This design comes from an exercise in tuning for small area and a short achievable clock period on the open sky130 flow, not from production work.
Function was checked by simulation only, so behaviour that the tests miss may differ from the original.
The clock port is modelled as an ideal driver; clocking choices that lean on that would not hold on a real chip.
Power figures rest on the tool's default switching activity, not on a simulated workload.

Design spu_wb_collector, start of the top module:
module spu_wb_collector #(
  parameter int DATA_W   = 128,
  parameter int DEPTH    = 16,
  parameter int STALL_TH = 4,
  localparam int RECW    = DATA_W + 8,
  localparam int AW      = $clog2(DEPTH),
  localparam int CW      = $clog2(DEPTH) + 1
) (
  input  logic              clk,
  input  logic              rst,
  input  logic              wb_valid_ep,
  input  logic [6:0]        wb_rt_addr_ep,
  input  logic [DATA_W-1:0] wb_data_ep,
  input  logic              wb_valid_op,
  input  logic [6:0]        wb_rt_addr_op,
  input  logic [DATA_W-1:0] wb_data_op,
  output logic              out_valid,
  input  logic              out_ready,
  output logic [RECW-1:0]   out_rec,
  output logic [CW-1:0]     count,
  output logic              stall_issue,
  output logic              overflow,
  output logic [15:0]       drop_cnt
);
==> module spu_wb_collector, before the edit <==
module spu_wb_collector #(
  parameter int DATA_W   = 128,
  parameter int DEPTH    = 16,
  parameter int STALL_TH = 4,
  localparam int RECW    = DATA_W + 8,
  localparam int AW      = $clog2(DEPTH),
  localparam int CW      = $clog2(DEPTH) + 1
) (
  input  logic              clk,
  input  logic              rst,
  input  logic              wb_valid_ep,
  input  logic [6:0]        wb_rt_addr_ep,
  input  logic [DATA_W-1:0] wb_data_ep,
  input  logic              wb_valid_op,
  input  logic [6:0]        wb_rt_addr_op,
  input  logic [DATA_W-1:0] wb_data_op,
  output logic              out_valid,
  input  logic              out_ready,
  output logic [RECW-1:0]   out_rec,
  output logic [CW-1:0]     count,
  output logic              stall_issue,
  output logic              overflow,
  output logic [15:0]       drop_cnt
);
  localparam int MS = DEPTH - 1;    
  localparam int NB = 3;            
  localparam int ST = DEPTH - STALL_TH;   
  logic [MS-1:0]    wr_oh_q, rd_oh_q;
  logic [CW-1:0]    count_q;
  logic [DEPTH:0]   occ_q;          
  logic             nonempty_q, stall_q;
  logic             overflow_q;
  logic [15:0]      drop_cnt_q;
  logic [RECW-1:0]  head_q;
  logic [RECW-1:0]  mem_q [MS];
  logic             full, c15, c0, c1, pop;
  logic             ok_wr, ok_wr1;
  logic             acc_ep, acc_op, drop_ep, drop_op;
  logic             dm1, d0, d1, d2;
  logic [DEPTH:0]   ge;
  logic [CW-1:0]    count_d;
  logic [DEPTH:0]   occ_d;
  logic             nonempty_d, stall_d;
  logic [15:0]      drop_p1, drop_p2, drop_d;
  logic             take_head, head_en, sel_a, sel_hep, sel_hop;
  logic [RECW-1:0]  rec_ep, rec_op, head_d;
  logic [MS-1:0]    rd_sel;
  logic [NB-1:0]    wr_bank;
  logic [RECW-1:0]  bank_d [NB];
  logic [MS-1:0]    we;
  assign rec_ep = {1'b0, wb_rt_addr_ep, wb_data_ep};
  assign rec_op = {1'b1, wb_rt_addr_op, wb_data_op};
  always_comb begin
    c0        = occ_q[0];
    c1        = occ_q[1];
    c15       = occ_q[DEPTH-1];
    full      = occ_q[DEPTH];
    for (int k = 0; k <= DEPTH; k++) begin
      ge[k] = 1'b0;
      for (int j = k; j <= DEPTH; j++) ge[k] = ge[k] | occ_q[j];
    end
    pop       = ~c0 & out_ready;
    ok_wr     = ~full | out_ready;                  
    ok_wr1    = ~(full | c15) | (c15 & out_ready);  
    acc_ep    = wb_valid_ep & ok_wr;
    acc_op    = wb_valid_op & (wb_valid_ep ? ok_wr1 : ok_wr);
    drop_ep   = wb_valid_ep & ~acc_ep;
    drop_op   = wb_valid_op & ~acc_op;
    dm1       = pop & ~acc_ep & ~acc_op;
    d2        = ~pop & acc_ep & acc_op;
    d1        = pop ? (acc_ep & acc_op) : (acc_ep ^ acc_op);
    d0        = ~(dm1 | d1 | d2);
    count_d   = ({CW{dm1}} & (count_q - CW'(1))) | ({CW{d0}} & count_q) |
                ({CW{d1}}  & (count_q + CW'(1))) | ({CW{d2}} & (count_q + CW'(2)));
    occ_d     = ({(DEPTH+1){dm1}} & (occ_q >> 1)) | ({(DEPTH+1){d0}} & occ_q) |
                ({(DEPTH+1){d1}}  & (occ_q << 1)) | ({(DEPTH+1){d2}} & (occ_q << 2));
    nonempty_d = ~((dm1 & c1) | (d0 & c0));
    stall_d   = (dm1 & ge[ST+1]) | (d0 & ge[ST]) | (d1 & ge[ST-1]) | (d2 & ge[ST-2]);
    drop_p1   = (&drop_cnt_q) ? drop_cnt_q : drop_cnt_q + 16'd1;
    drop_p2   = (&drop_cnt_q[15:1]) ? 16'hFFFF : drop_cnt_q + 16'd2;
    drop_d    = (drop_ep & drop_op) ? drop_p2 : (drop_ep | drop_op) ? drop_p1 : drop_cnt_q;
    take_head = c0 | (c1 & out_ready);
    head_en   = c0 | out_ready;
    sel_hep   = take_head & wb_valid_ep;
    sel_hop   = take_head & ~wb_valid_ep;
    rd_sel    = rd_oh_q & {MS{~c0 & ~c1 & out_ready}};
    sel_a     = wb_valid_ep & ~take_head;
    for (int b = 0; b < NB; b++) begin
      wr_bank[b] = 1'b0;
      for (int e = b; e < MS; e += NB) wr_bank[b] = wr_bank[b] | wr_oh_q[e];
      bank_d[b] = (wr_bank[b] & sel_a) ? rec_ep : rec_op;
    end
    for (int e = 0; e < MS; e++)
      we[e] = (wr_oh_q[e] & ok_wr) | (wr_oh_q[(e + MS - 1) % MS] & ok_wr1);
    head_d = (rec_ep & {RECW{sel_hep}}) | (rec_op & {RECW{sel_hop}}) | (head_q & {RECW{~head_en}});
    for (int e = 0; e < MS; e++)
      head_d = head_d | (mem_q[e] & {RECW{rd_sel[e]}});
  end
  always_ff @(posedge clk or negedge rst) begin
    if (!rst) begin
      wr_oh_q    <= MS'(1);
      rd_oh_q    <= MS'(1);
      count_q    <= '0;
      occ_q      <= (DEPTH+1)'(1);
      nonempty_q <= 1'b0;
      stall_q    <= 1'b0;
      overflow_q <= 1'b0;
      drop_cnt_q <= '0;
    end else begin
      case ({acc_ep | acc_op, acc_ep & acc_op, take_head})
        3'b100, 3'b111: wr_oh_q <= {wr_oh_q[MS-2:0], wr_oh_q[MS-1]};
        3'b110:         wr_oh_q <= {wr_oh_q[MS-3:0], wr_oh_q[MS-1:MS-2]};
        default:        wr_oh_q <= wr_oh_q;
      endcase
      if (out_ready & ~c0 & ~c1) rd_oh_q <= {rd_oh_q[MS-2:0], rd_oh_q[MS-1]};
      count_q    <= count_d;
      occ_q      <= occ_d;
      nonempty_q <= nonempty_d;
      stall_q    <= stall_d;
      overflow_q <= overflow_q | drop_ep | drop_op;
      drop_cnt_q <= drop_d;
    end
  end
  always_ff @(posedge clk) begin
    head_q <= head_d;
  end
  for (genvar e = 0; e < MS; e++) begin : g_slot
    always_ff @(posedge clk) begin
      if (we[e]) mem_q[e] <= bank_d[e % NB];
    end
  end
  assign out_valid   = nonempty_q;
  assign out_rec     = head_q;
  assign count       = count_q;
  assign stall_issue = stall_q;
  assign overflow    = overflow_q;
  assign drop_cnt    = drop_cnt_q;
endmodule
export LEC_CHECK = 0
export CAP_MARGIN = 20
export CORE_MARGIN = 2
export CORE_UTILIZATION = 65
export CTS_CLUSTER_DIAMETER = 90
export CTS_CLUSTER_SIZE = 25
export SETUP_SLACK_MARGIN = 3.1
export SLEW_MARGIN = 20
export TNS_END_PERCENT = 0
create_clock -name core_clock -period 5.5 [get_ports {clk}]
standard.sh (not shown) runs the stock make flow with config.mk's settings and CLKGATE_MAP_FILE= SYNTH_SCRIPT=/design/flow/synth_recipe.tcl, a recipe that flattens the netlist after the stock synthesis.
==> flow/flow/run.sh <==
#!/bin/bash
# Standard ORFS layout, except that the port buffers buffer_ports inserts are plain buf_1
# cells instead of the tool's default pick (a slow delay-buffer cell).
set -euo pipefail
export BUFFER_PORTS_ARGS="-buffer_cell sky130_fd_sc_hd__buf_1"
bash standard.sh finish > flow_standard.log 2>&1
Then changed:
--- a/flow/design.v
+++ b/flow/design.v
@@ -84,5 +84,5 @@
     sel_hep   = take_head & wb_valid_ep;
     sel_hop   = take_head & ~wb_valid_ep;
-    rd_sel    = rd_oh_q & {MS{~c0 & ~c1 & out_ready}};
+    rd_sel    = rd_oh_q & {MS{~c0 & ~c1}};
     sel_a     = wb_valid_ep & ~take_head;
     for (int b = 0; b < NB; b++) begin
@@ -93,5 +93,5 @@
     for (int e = 0; e < MS; e++)
       we[e] = (wr_oh_q[e] & ok_wr) | (wr_oh_q[(e + MS - 1) % MS] & ok_wr1);
-    head_d = (rec_ep & {RECW{sel_hep}}) | (rec_op & {RECW{sel_hop}}) | (head_q & {RECW{~head_en}});
+    head_d = (rec_ep & {RECW{sel_hep}}) | (rec_op & {RECW{sel_hop}});
     for (int e = 0; e < MS; e++)
       head_d = head_d | (mem_q[e] & {RECW{rd_sel[e]}});
@@ -123,5 +123,5 @@
   end
   always_ff @(posedge clk) begin
-    head_q <= head_d;
+    if (head_en) head_q <= head_d;
   end
   for (genvar e = 0; e < MS; e++) begin : g_slot
Effect:
- worst setup slack gets worse by 0.023 ns
- design area came out lower by 1.3%
- total power is about the same
- clock power drops by 2.6%
- wire length shrinks by 0.78%
- clock skew barely changes
- first-iteration DRC count rose by 13%
- core utilization came out lower by 0.85 points
- clock-buffer cell count went down by 45
- sequential share of layout area goes up by 2.3 points
- cell count falls by 3.7%

========
Setup of old:
The RTL this note starts from:
==> flow/design.v <==
module spu_wb_collector #(
  parameter int DATA_W   = 128,
  parameter int DEPTH    = 16,
  parameter int STALL_TH = 4,
  localparam int RECW    = DATA_W + 8,
  localparam int AW      = $clog2(DEPTH),
  localparam int CW      = $clog2(DEPTH) + 1
) (
  input  logic              clk,
  input  logic              rst,
  input  logic              wb_valid_ep,
  input  logic [6:0]        wb_rt_addr_ep,
  input  logic [DATA_W-1:0] wb_data_ep,
  input  logic              wb_valid_op,
  input  logic [6:0]        wb_rt_addr_op,
  input  logic [DATA_W-1:0] wb_data_op,
  output logic              out_valid,
  input  logic              out_ready,
  output logic [RECW-1:0]   out_rec,
  output logic [CW-1:0]     count,
  output logic              stall_issue,
  output logic              overflow,
  output logic [15:0]       drop_cnt
);
  localparam int MS = DEPTH - 1;    
  localparam int NB = 3;            
  localparam int ST = DEPTH - STALL_TH;   
  logic [MS-1:0]    wr_oh_q, rd_oh_q;
  logic [CW-1:0]    count_q;
  logic [DEPTH:0]   occ_q;          
  logic             nonempty_q, stall_q;
  logic             overflow_q;
  logic [15:0]      drop_cnt_q;
  logic [RECW-1:0]  head_q;
  logic [RECW-1:0]  mem_q [MS];
  logic             full, c15, c0, c1, pop;
  logic             ok_wr, ok_wr1;
  logic             acc_ep, acc_op, drop_ep, drop_op;
  logic             dm1, d0, d1, d2;
  logic [DEPTH:0]   ge;
  logic [CW-1:0]    count_d;
  logic [DEPTH:0]   occ_d;
  logic             nonempty_d, stall_d;
  logic [15:0]      drop_p1, drop_p2, drop_d;
  logic             take_head, head_en, sel_a, sel_hep, sel_hop;
  logic [RECW-1:0]  rec_ep, rec_op, head_d;
  logic [MS-1:0]    rd_sel;
  logic [NB-1:0]    wr_bank_q, wr_bank_d;   
  logic [MS-1:0]    wr_oh_d;
  logic [RECW-1:0]  bank_d [NB];
  logic [MS-1:0]    we, we_rdy, we_nrdy;
  assign rec_ep = {1'b0, wb_rt_addr_ep, wb_data_ep};
  assign rec_op = {1'b1, wb_rt_addr_op, wb_data_op};
  always_comb begin
    c0        = occ_q[0];
    c1        = occ_q[1];
    c15       = occ_q[DEPTH-1];
    full      = occ_q[DEPTH];
    for (int k = 0; k <= DEPTH; k++) begin
      ge[k] = 1'b0;
      for (int j = k; j <= DEPTH; j++) ge[k] = ge[k] | occ_q[j];
    end
    pop       = ~c0 & out_ready;
    ok_wr     = ~full | out_ready;                  
    ok_wr1    = ~(full | c15) | (c15 & out_ready);  
    acc_ep    = wb_valid_ep & ok_wr;
    acc_op    = wb_valid_op & (wb_valid_ep ? ok_wr1 : ok_wr);
    drop_ep   = wb_valid_ep & ~acc_ep;
    drop_op   = wb_valid_op & ~acc_op;
    dm1       = pop & ~acc_ep & ~acc_op;
    d2        = ~pop & acc_ep & acc_op;
    d1        = pop ? (acc_ep & acc_op) : (acc_ep ^ acc_op);
    d0        = ~(dm1 | d1 | d2);
    count_d   = ({CW{dm1}} & (count_q - CW'(1))) | ({CW{d0}} & count_q) |
                ({CW{d1}}  & (count_q + CW'(1))) | ({CW{d2}} & (count_q + CW'(2)));
    occ_d     = ({(DEPTH+1){dm1}} & (occ_q >> 1)) | ({(DEPTH+1){d0}} & occ_q) |
                ({(DEPTH+1){d1}}  & (occ_q << 1)) | ({(DEPTH+1){d2}} & (occ_q << 2));
    nonempty_d = ~((dm1 & c1) | (d0 & c0));
    stall_d   = (dm1 & ge[ST+1]) | (d0 & ge[ST]) | (d1 & ge[ST-1]) | (d2 & ge[ST-2]);
    drop_p1   = (&drop_cnt_q) ? drop_cnt_q : drop_cnt_q + 16'd1;
    drop_p2   = (&drop_cnt_q[15:1]) ? 16'hFFFF : drop_cnt_q + 16'd2;
    drop_d    = (drop_ep & drop_op) ? drop_p2 : (drop_ep | drop_op) ? drop_p1 : drop_cnt_q;
    take_head = c0 | (c1 & out_ready);
    head_en   = c0 | out_ready;
    sel_hep   = take_head & wb_valid_ep;
    sel_hop   = take_head & ~wb_valid_ep;
    rd_sel    = rd_oh_q & {MS{~c0 & ~c1 & out_ready}};
    sel_a     = wb_valid_ep & ~take_head;
    for (int b = 0; b < NB; b++)
      bank_d[b] = (wr_bank_q[b] & sel_a) ? rec_ep : rec_op;
    for (int e = 0; e < MS; e++) begin
      we_rdy[e]  = wr_oh_q[e] | (wr_oh_q[(e + MS - 1) % MS] & ~full);
      we_nrdy[e] = ~full & (wr_oh_q[e] | (wr_oh_q[(e + MS - 1) % MS] & ~c15));
      we[e]      = out_ready ? we_rdy[e] : we_nrdy[e];
    end
    case ({acc_ep | acc_op, acc_ep & acc_op, take_head})
      3'b100, 3'b111: wr_oh_d = {wr_oh_q[MS-2:0], wr_oh_q[MS-1]};
      3'b110:         wr_oh_d = {wr_oh_q[MS-3:0], wr_oh_q[MS-1:MS-2]};
      default:        wr_oh_d = wr_oh_q;
    endcase
    for (int b = 0; b < NB; b++) begin
      wr_bank_d[b] = 1'b0;
      for (int e = b; e < MS; e += NB) wr_bank_d[b] = wr_bank_d[b] | wr_oh_d[e];
    end
    head_d = (rec_ep & {RECW{sel_hep}}) | (rec_op & {RECW{sel_hop}}) | (head_q & {RECW{~head_en}});
    for (int e = 0; e < MS; e++)
      head_d = head_d | (mem_q[e] & {RECW{rd_sel[e]}});
  end
  always_ff @(posedge clk or negedge rst) begin
    if (!rst) begin
      wr_oh_q    <= MS'(1);
      wr_bank_q  <= NB'(1);
      rd_oh_q    <= MS'(1);
      count_q    <= '0;
      occ_q      <= (DEPTH+1)'(1);
      nonempty_q <= 1'b0;
      stall_q    <= 1'b0;
      overflow_q <= 1'b0;
      drop_cnt_q <= '0;
    end else begin
      wr_oh_q    <= wr_oh_d;
      wr_bank_q  <= wr_bank_d;
      if (out_ready & ~c0 & ~c1) rd_oh_q <= {rd_oh_q[MS-2:0], rd_oh_q[MS-1]};
      count_q    <= count_d;
      occ_q      <= occ_d;
      nonempty_q <= nonempty_d;
      stall_q    <= stall_d;
      overflow_q <= overflow_q | drop_ep | drop_op;
      drop_cnt_q <= drop_d;
    end
  end
  always_ff @(posedge clk) begin
    head_q <= head_d;
  end
  for (genvar e = 0; e < MS; e++) begin : g_slot
    always_ff @(posedge clk) begin
      if (we[e]) mem_q[e] <= bank_d[e % NB];
    end
  end
  assign out_valid   = nonempty_q;
  assign out_rec     = head_q;
  assign count       = count_q;
  assign stall_issue = stall_q;
  assign overflow    = overflow_q;
  assign drop_cnt    = drop_cnt_q;
endmodule
clock: 5.5 ns
lec_check: 0
cap_margin: 20
core_margin: 2
core_utilization: 65
cts_cluster_diameter: 90
cts_cluster_size: 25
setup_slack_margin: 3.1
slew_margin: 20
tns_end_percent: 10
==> flow/flow/run.sh <==
#!/bin/bash
# Standard ORFS layout with two changes:
# - the port buffers buffer_ports inserts are plain buf_1 cells instead of the tool's default
#   pick (a slow delay-buffer cell);
# - before CTS, flow/up_outputs.tcl gives each output port's buffer and the flip-flop driving
#   it a stronger drive (same cell types, larger sizes), which repair_timing does not do itself.
set -euo pipefail
here=$(pwd)
export BUFFER_PORTS_ARGS="-buffer_cell sky130_fd_sc_hd__buf_1"
export PRE_CTS_TCL="$here/flow/up_outputs.tcl"
bash standard.sh finish > flow_standard.log 2>&1
==> flow/flow/up_outputs.tcl <==
# Upsize each output port's buffer and the flip-flop that drives it (drive strength only).
proc my_drv_inst {net} {
  foreach it [$net getITerms] {
    if {[$it isOutputSignal]} { return [$it getInst] }
  }
  return ""
}
set my_db [ord::get_db]
set my_block [ord::get_db_block]
foreach bt [$my_block getBTerms] {
  if {[$bt getIoType] ne "OUTPUT"} { continue }
  set b [my_drv_inst [$bt getNet]]
  if {$b eq ""} { continue }
  set bm [[$b getMaster] getName]
  if {![string match "sky130_fd_sc_hd__buf_*" $bm]} { continue }
  $b swapMaster [$my_db findMaster sky130_fd_sc_hd__buf_2]
  set in_net ""
  foreach it [$b getITerms] {
    if {[$it isInputSignal]} { set in_net [$it getNet] }
  }
  if {$in_net eq ""} { continue }
  set f [my_drv_inst $in_net]
  if {$f eq ""} { continue }
  set fm [[$f getMaster] getName]
  if {[regexp {^(sky130_fd_sc_hd__(dfxtp|dfrtp|dfstp))_[0-9]+$} $fm -> base]} {
    $f swapMaster [$my_db findMaster ${base}_4]
  }
}
#### Input delta (new over old)
-- flow/design.v --
<<< old, line 46
  logic [RECW-1:0]  rec_ep, rec_op, head_d;
  logic [MS-1:0]    rd_sel;
  logic [NB-1:0]    wr_bank_q, wr_bank_d;   
  logic [MS-1:0]    wr_oh_d;
  logic [RECW-1:0]  bank_d [NB];
  logic [MS-1:0]    we, we_rdy, we_nrdy;
>>> new, line 46
  logic [RECW-1:0]  rec_ep, rec_op, head_d;
  logic [MS-1:0]    rd_sel;
  logic [NB-1:0]    wr_bank;
  logic [RECW-1:0]  bank_d [NB];
  logic [MS-1:0]    we, we_rdy, we_nrdy;
<<< old, line 87
    rd_sel    = rd_oh_q & {MS{~c0 & ~c1 & out_ready}};
    sel_a     = wb_valid_ep & ~take_head;
    for (int b = 0; b < NB; b++)
      bank_d[b] = (wr_bank_q[b] & sel_a) ? rec_ep : rec_op;
    for (int e = 0; e < MS; e++) begin
      we_rdy[e]  = wr_oh_q[e] | (wr_oh_q[(e + MS - 1) % MS] & ~full);
      we_nrdy[e] = ~full & (wr_oh_q[e] | (wr_oh_q[(e + MS - 1) % MS] & ~c15));
      we[e]      = out_ready ? we_rdy[e] : we_nrdy[e];
    end
    case ({acc_ep | acc_op, acc_ep & acc_op, take_head})
      3'b100, 3'b111: wr_oh_d = {wr_oh_q[MS-2:0], wr_oh_q[MS-1]};
      3'b110:         wr_oh_d = {wr_oh_q[MS-3:0], wr_oh_q[MS-1:MS-2]};
      default:        wr_oh_d = wr_oh_q;
    endcase
    for (int b = 0; b < NB; b++) begin
      wr_bank_d[b] = 1'b0;
      for (int e = b; e < MS; e += NB) wr_bank_d[b] = wr_bank_d[b] | wr_oh_d[e];
    end
    head_d = (rec_ep & {RECW{sel_hep}}) | (rec_op & {RECW{sel_hop}}) | (head_q & {RECW{~head_en}});
>>> new, line 86
    rd_sel    = rd_oh_q & {MS{~c0 & ~c1 & out_ready}};
    sel_a     = wb_valid_ep & ~take_head;
    for (int b = 0; b < NB; b++) begin
      wr_bank[b] = 1'b0;
      for (int e = b; e < MS; e += NB) wr_bank[b] = wr_bank[b] | wr_oh_q[e];
      bank_d[b] = (wr_bank[b] & sel_a) ? rec_ep : rec_op;
    end
    for (int e = 0; e < MS; e++) begin
      we_rdy[e]  = wr_oh_q[e] | (wr_oh_q[(e + MS - 1) % MS] & ~full);
      we_nrdy[e] = ~full & (wr_oh_q[e] | (wr_oh_q[(e + MS - 1) % MS] & ~c15));
      we[e]      = out_ready ? we_rdy[e] : we_nrdy[e];
    end
    head_d = (rec_ep & {RECW{sel_hep}}) | (rec_op & {RECW{sel_hop}}) | (head_q & {RECW{~head_en}});
<<< old, line 110
    if (!rst) begin
      wr_oh_q    <= MS'(1);
      wr_bank_q  <= NB'(1);
      rd_oh_q    <= MS'(1);
      count_q    <= '0;
>>> new, line 103
    if (!rst) begin
      wr_oh_q    <= MS'(1);
      rd_oh_q    <= MS'(1);
      count_q    <= '0;
<<< old, line 119
      drop_cnt_q <= '0;
    end else begin
      wr_oh_q    <= wr_oh_d;
      wr_bank_q  <= wr_bank_d;
      if (out_ready & ~c0 & ~c1) rd_oh_q <= {rd_oh_q[MS-2:0], rd_oh_q[MS-1]};
      count_q    <= count_d;
>>> new, line 111
      drop_cnt_q <= '0;
    end else begin
      case ({acc_ep | acc_op, acc_ep & acc_op, take_head})
        3'b100, 3'b111: wr_oh_q <= {wr_oh_q[MS-2:0], wr_oh_q[MS-1]};
        3'b110:         wr_oh_q <= {wr_oh_q[MS-3:0], wr_oh_q[MS-1:MS-2]};
        default:        wr_oh_q <= wr_oh_q;
      endcase
      if (out_ready & ~c0 & ~c1) rd_oh_q <= {rd_oh_q[MS-2:0], rd_oh_q[MS-1]};
      count_q    <= count_d;
Findings:
All of new and old finish clean.
Wire length of the first global-routing pass in new vs old: up about 3.5%
Non-clock buffer count: new lower than old
Summary: with old as the reference, number of cell rows in new moved up slightly.
Compared with old, in new area taken by multi-input logic gates increased 3.0%, relative contribution of the clock network to total power increased 2.6 points.
Compared with old, in new power per standard cell area went down 9.8%; total power draw has decreased.
new vs old on share of synthesized area spent on multiplexers: new is the lower one.
Sort new and old by final critical-path share of the clock period, ascending, and new comes first.
new -> old: synthesized-area fraction occupied by xor and xnor cells flat
Post-route clock skew: new vs old down 0.0065 ns

-- what the ideal ports hide --
Ports are ideal in the flow. The routed layouts listed here were re-timed in OpenROAD.
Step 1 assumes that a clkbuf_16 drives the clock port and a buf_2 every other input.
Step 2 adds t to the input delays and takes it off the output delays; t is the mean of the earliest and latest rising clock arrival at the registers after step 1. Input paths then give back, and output paths get back, about the clock's delay inside the block.
a / b / c = ideal ports / drivers / drivers and shift; a / b = the first two.
run | shift t [ns] | slack for setup (ns) | worst hold slack (ns) | worst setup path after step 2
the first run of note 1 | 0.853 | 2.802 / 2.816 / 2.008 | 0.397 / 0.330 / 0.472 | input to register
the second run of note 1 | 0.845 | 2.778 / 2.778 / 2.033 | 0.476 / 0.462 / 0.476 | input to register
old | 0.845 | 2.799 / 2.742 / 1.897 | 0.333 / 0.266 / 0.471 | input to register
new | 0.844 | 2.907 / 2.899 / 2.157 | 0.241 / 0.185 / 0.458 | input to register
After both steps setup and hold are still met in every run listed. The setup slack of old, which loses most, moves by -0.057 ns with the drivers and by -0.902 ns with both steps.
